What follows belongs to an exercise in optimizing a design on an open flow for small area and a short achievable clock period; a production flow would make more cautious choices. Only the layout flow was run in this run; the RTL was not checked for function there.

**flow/config.mk**
```make
export PLATFORM = sky130hd
export DESIGN_NAME = ca_gen_scheduler
export DESIGN_NICKNAME = ca_gen_scheduler
export VERILOG_FILES = /design/flow/design.v
export SDC_FILE = /design/flow/constraint.sdc
export NUM_CORES = 4
export LEC_CHECK = 0
export CAP_MARGIN = 20
export CORE_MARGIN = 2
export CORE_UTILIZATION = 22
export PLACE_DENSITY = 0.35
export SETUP_SLACK_MARGIN = 0.2
export SLEW_MARGIN = 20
export SYNTH_MEMORY_MAX_BITS = 8192
```
**flow/constraint.sdc**
```tcl
create_clock -name core_clock -period 6.0 [get_ports {clk}]
set_input_delay 1.2000 -clock core_clock [delete_from_list [all_inputs] [get_ports {clk}]]
set_output_delay 1.2000 -clock core_clock [all_outputs]
set_load 0.01 [all_outputs]
```
**flow/design.v**
```verilog
package ca_pkg;
  localparam int CA_ROWS = 60;
endpackage
module ca_rule_row
#(
  parameter int         WIDTH = 80,
  parameter logic [7:0] RULE  = 8'd30
) (
  input  logic [WIDTH-1:0] row,
  output logic [WIDTH-1:0] next_row
);
  logic [WIDTH+1:0] ext;
  always_comb begin
    ext = {1'b0, row, 1'b0};
    next_row = '0;
    for (int i = 0; i < WIDTH; i++) begin
      next_row[i] = RULE[ext[i +: 3]];
    end
  end
endmodule
module ca_gen_scheduler
#(
  parameter int               WIDTH          = 80,
  parameter int               ROWS           = ca_pkg::CA_ROWS,
  parameter logic [7:0]       RULE           = 8'd30,
  parameter logic [WIDTH-1:0] SEED           = WIDTH'(1) << 40,
  parameter int               FRAMES_PER_GEN = 4
) (
  input  logic                     clk,
  input  logic                     rstn,
  input  logic                     frame_tick,
  input  logic                     run,
  input  logic                     step,
  input  logic [$clog2(ROWS)-1:0]  rd_row,
  output logic [WIDTH-1:0]         rd_data,
  output logic                     busy,
  output logic                     overrun,
  output logic [15:0]              gen_count
);
  localparam int AW = $clog2(ROWS);
  localparam int FW = (FRAMES_PER_GEN > 1) ? $clog2(FRAMES_PER_GEN) : 1;
  localparam int K  = 8;                           
  localparam int KW = (K > 1) ? $clog2(K) : 1;
  localparam int NB = (ROWS - 1 + K - 1) / K + 1;  
  logic             wr;         
  logic             seed_pend;  
  logic [FW-1:0]    frame_cnt;
  logic [KW-1:0]    ph;         
  logic [AW-1:0]    fill;       
  logic [WIDTH-1:0] cur_row;    
  logic [WIDTH-1:0] nxt_row;
  logic [WIDTH-1:0] bas [NB];
  logic             frame_last, start, append, new_base;
  assign frame_last = (frame_cnt == FW'(FRAMES_PER_GEN - 1));
  assign start      = step | (run & frame_tick & frame_last);
  assign append     = busy & wr;
  assign new_base   = append & (ph == KW'(K - 1));
  ca_rule_row #(.WIDTH(WIDTH), .RULE(RULE)) u_next (.row(cur_row), .next_row(nxt_row));
  always_ff @(posedge clk or negedge rstn) begin
    if (!rstn) begin
      busy      <= 1'b0;
      wr        <= 1'b0;
      overrun   <= 1'b0;
      gen_count <= '0;
      frame_cnt <= '0;
      ph        <= '0;
      fill      <= '0;
      cur_row   <= SEED;
      seed_pend <= 1'b1;
    end else begin
      seed_pend <= 1'b0;
      if (run & frame_tick) begin
        frame_cnt <= frame_last ? '0 : frame_cnt + 1'b1;
      end
      if (start & busy) begin
        overrun <= 1'b1;
      end
      if (!busy) begin
        busy <= start;
      end else if (!wr) begin
        wr <= 1'b1;
      end else begin
        busy      <= 1'b0;
        wr        <= 1'b0;
        cur_row   <= nxt_row;
        gen_count <= gen_count + 16'd1;
        ph        <= (ph == KW'(K - 1)) ? '0 : ph + 1'b1;
        if (fill != AW'(ROWS - 1)) begin
          fill <= fill + 1'b1;
        end
      end
    end
  end
  always_ff @(posedge clk) begin
    if (seed_pend) begin
      bas[0] <= SEED;
    end else if (new_base) begin
      bas[0] <= nxt_row;
    end
    for (int i = 1; i < NB; i++) begin
      if (new_base) begin
        bas[i] <= bas[i-1];
      end
    end
  end
  logic [AW:0]      age;
  logic [AW+1:0]    t;
  logic             rd_ok;
  logic [WIDTH-1:0] chain [K];
  logic [WIDTH-1:0] rd_next;
  always_comb begin
    age   = (AW+1)'(ROWS - 1) - (AW+1)'(rd_row);
    rd_ok = (rd_row <= AW'(ROWS - 1)) && (age <= (AW+1)'(fill));
    t     = (AW+2)'(age) + (AW+2)'(K - 1) - (AW+2)'(ph);
    chain[0] = bas[t / K];
  end
  for (genvar m = 1; m < K; m++) begin : g_chain
    ca_rule_row #(.WIDTH(WIDTH), .RULE(RULE)) u_r (.row(chain[m-1]), .next_row(chain[m]));
  end
  always_comb begin
    rd_next = chain[K - 1 - (t % K)];
    if (seed_pend) begin
      rd_next = (rd_row == AW'(ROWS - 1)) ? SEED : '0;
    end else if (!rd_ok) begin
      rd_next = '0;
    end
  end
  always_ff @(posedge clk or negedge rstn) begin
    if (!rstn) begin
      rd_data <= '0;
    end else begin
      rd_data <= rd_next;
    end
  end
endmodule
```
**flow/run.sh**
```bash
#!/bin/bash
# synth_recipe.tcl (not shown) runs the flow's synth.tcl, then flattens the netlist and writes it again
# the make line also repeats each setting of config.mk as NAME=value (left out here)
make -C /OpenROAD-flow-scripts/flow DESIGN_CONFIG=/design/flow/config.mk WORK_HOME=/design/flow/orfs CLKGATE_MAP_FILE= SYNTH_SCRIPT=/design/flow/synth_recipe.tcl finish
```
==> out/results.ini <==
[outcome]
run_status = finished with violations
so_faults = negative setup slack

[placed_design]
place_congestion = 0.8576
pre_cts_slack_ns = -2.494
port_buffers = 108
dpl.cell_count = 10734
place_hpwl_um = 181300

[sta]
fin_crit_ns = 6.861
hold_viol_final = 0
timing.fmax_mhz = 145.8
tightestPinTransition_ns = 0.9872
setup_violations = 80
rsz0062_at_grt = true
slew_headroom = 0.3418
finClkSkew_ns = 0.03266
setup_ws_ns = -0.8611
drv_slew = 0
tns_ns = -41.67
hold_ws_ns = 0.3760
finalCritPeriodShare = 1.144

[yosys]
synthMuxAreaShare = 0.02611
syn_area_um2 = 58420
ys_ff_latch = 911
synth_edf_count = 640
async_reset_ff_frac = 0.2097
yosys_warnings = 13
syn_area_per_cell_um2 = 9.694
yosysTopAreaCell = edfxtp_1
synth_common_cells = edfxtp_1, nand2_1, nor2_1
synth_compound_area_frac = 0.2368
yosys.area_share.xor_xnor = 0.09026
syn_nets = 6073
synth-simple-area-share = 0.1546
synth_top_area_frac = 0.3290
synth_cell_type_count = 145
synth_top_family_by_area = compound AO/OA/AOI/OAI gates
synth_ff_type = edfxtp_1
synthAdderAreaFrac = 0.01075
synth_area_leaders = edfxtp_1, dfrtp_1, xnor2_1
syn_inst = 6026
seq_area_frac_synth = 0.4383
yosys.cell_count.top_type = edfxtp_1

[finish]
n_fill_cell = 26984
stdcell_count = 11337
drive_above_1_share = 0.4279
multiInputGateArea_um2 = 37660
nets = 7747
ff_latch_area_um2 = 25610
syn2layout_area_growth_pct = 53.76

[clock_tree]
clock_path_buffers = 3
cts_buffers = 112
cts_tree = done
clk_pin_slew_ns = 0.06
clk_latency_ns = 0.77
clock_sinks = 911
cts_root_buf = clkbuf_16
htreeDepth = 3

[critical_path]
cp_data_required_time_ns = 6.64
slowest_stage = fa_4
crit_type = in -> reg
crit_top_cell = ha_4
critPathLaunchType = input port
crit_arrival_ns = 7.50
max_stage_delay_ns = 0.49
cp_max_fo = 5
end_kind = register

[job]
maxCapViolCount = 0

[die]
dieArea_um2 = 269700
initial_core_util = 0.2208
fp.dieW_um = 519.3
fp-row-count = 189
dieHeight_um = 519.3
io_pins = 109
core_area_um2 = 264600

[global_route]
antenna_found_initial = 14
grt_usage = 0.1784
grt_pass1_wl_um = 363500
overflow = 0
grt_max_degree = 146
grt_pass1_vias = 53601

[route]
avgRoutedWirePerCell_um = 22.39
viasPerCell = 4.842
drc = 0
vias = 54897
antenna_left = 0
drtIter0Drc = 3893
wl_um = 253900
dr.pass1.iters = 6

[worst_hold_path]
hp-class = in -> async

[layout by cell type, fill, tap and decap left out, types with 36 or more instances in the layout]
master | synthesis | routed
inv_1 | 71 | 56
nor2_2 | 10 | 39
o221ai_1 | 71 | 61
a21oi_1 | 484 | 404
buf_12 | 0 | 100
nand3_1 | 154 | 135
nor2_4 | 2 | 43
nand4_1 | 41 | 41
mux2i_1 | 77 | 67
o22ai_1 | 73 | 58
or3_1 | 89 | 48
edfxtp_1 | 640 | 640
nand2_1 | 588 | 525
nand2_2 | 3 | 46
nor2_1 | 487 | 417
xor2_1 | 109 | 69
o21ai_1 | 42 | 61
o21ai_2 | 8 | 49
a21o_1 | 38 | 37
a211oi_2 | 6 | 36
a221oi_2 | 14 | 44
or3_4 | 0 | 40
a211oi_1 | 82 | 43
o21ai_0 | 423 | 346
nor3_1 | 107 | 72
a221oi_1 | 74 | 36
clkbuf_16 | 0 | 121
a21oi_2 | 10 | 63
o211ai_1 | 75 | 75
buf_4 | 40 | 1576
clkdlybuf4s50_1 | 0 | 101
xnor2_1 | 412 | 287
buf_6 | 24 | 203
dfxtp_1 | 80 | 80
dfrtp_1 | 189 | 189
xnor2_4 | 5 | 43
xnor2_2 | 21 | 108
[layer usage]
metal,global-route usage,share of wire,up-vias
li1,-,-,26153
met1,0.2523,0.47,27485
met2,0.2919,0.47,998
met3,0.01558,0.034,259
met4,0.04331,0.024,2
met5,0,0.000047,-
[final timing paths]
| kind | start | end | slack (ns) | cells after the start |
|---|---|---|---|---|
| worst max-delay path | rd_row[1] | rd_data[0] | -0.86 | 35 |
| worst min-delay path | rstn | rd_data[54] | 0.38 | 1 |
| worst max register to register | ph[1] | rd_data[0] | -0.66 | 33 |
| worst min register to register | bas[0][52] | bas[1][52] | 0.43 | 0 |
| max in group asynchronous | rstn | rd_data[45] | 4.34 | 2 |
| min in group core_clock | bas[0][52] | bas[1][52] | 0.43 | 0 |
[repair_timing]
action / in CTS / in global routing
hold buffers: 0 / 0
setup buffers: 143 / 230
setup endpoints to repair: 80 / 80
resized for setup: 551 / 1009
gates cloned: 4 / 8
endpoints found under the hold margin: 0 / 0
pin swaps: 175 / 483
[through the flow]
stage | instance area, µm² | util
after CTS | 82690 | 0.3125
final | 89820 | 0.3395
after global routing | 89810 | 0.3394
after global placement | 74940 | 0.2832
after floorplan | 59190 | -
after detailed placement | 74940 | 0.2832
[area by class of cell]
cell class	count	share of cell area
clock buffers	133	0.03333
flip-flops and latches	911	0.2851
repair buffers	2030	0.2008
clock inverters	80	0.008748
well taps	3533	0.04921
inverters	73	0.003385
multi-input cells	4572	0.4193
diodes	5	0.0001393
[worst max-delay path, delay by kind of cell]
kind | cells | cell delay (ns)
AO/OA/AOI/OAI | 9 | 1.42
XOR/XNOR | 2 | 0.39
adder cells (fa/ha/maj) | 8 | 1.83
buffers and inverters | 10 | 0.87
multiplexers | 3 | 1.01
AND/OR/NAND/NOR | 3 | 0.73
[flip-flops by register name (all words and copies together), names as in the netlist, 2 cells and up]
signal / count
frame_cnt: 2
fill: 6
gen_count: 16
ph: 3
cur_row: 80
bas: 720
rd_data: 80
[cell families after synthesis]
kind of cell,after synthesis
compound gates,1987
xor+xnor,559
fa+ha+maj,53
buf+inv,543
flops,911
mux,120
other cells,1
simple gates,1852

-- static timing again, ports no longer ideal --
In the flow no input, the clock included, has a driving cell. The finished layout below was timed again as built, in two steps. Step 1: set_driving_cell puts a clkbuf_16 on clk and a buf_2 on each other input, an assumption about the parent block. Step 2 also shifts input and output timing later by t, the mid clock arrival at the registers, as if the neighbouring blocks saw the same clock. a / b / c = ideal / step 1 / step 2; a / b = the first two.
t, ns: 0.853
setup WS [ns]: -0.861 / -0.819 / -1.672
worst setup path after step 2: input to register
latest minus earliest clock arrival (ns): 0.039 / 0.039
worst data-port slew with drivers (ns): 0.09
For this run, drivers alone change the setup slack by +0.042 ns; drivers and shift together by -0.811 ns.
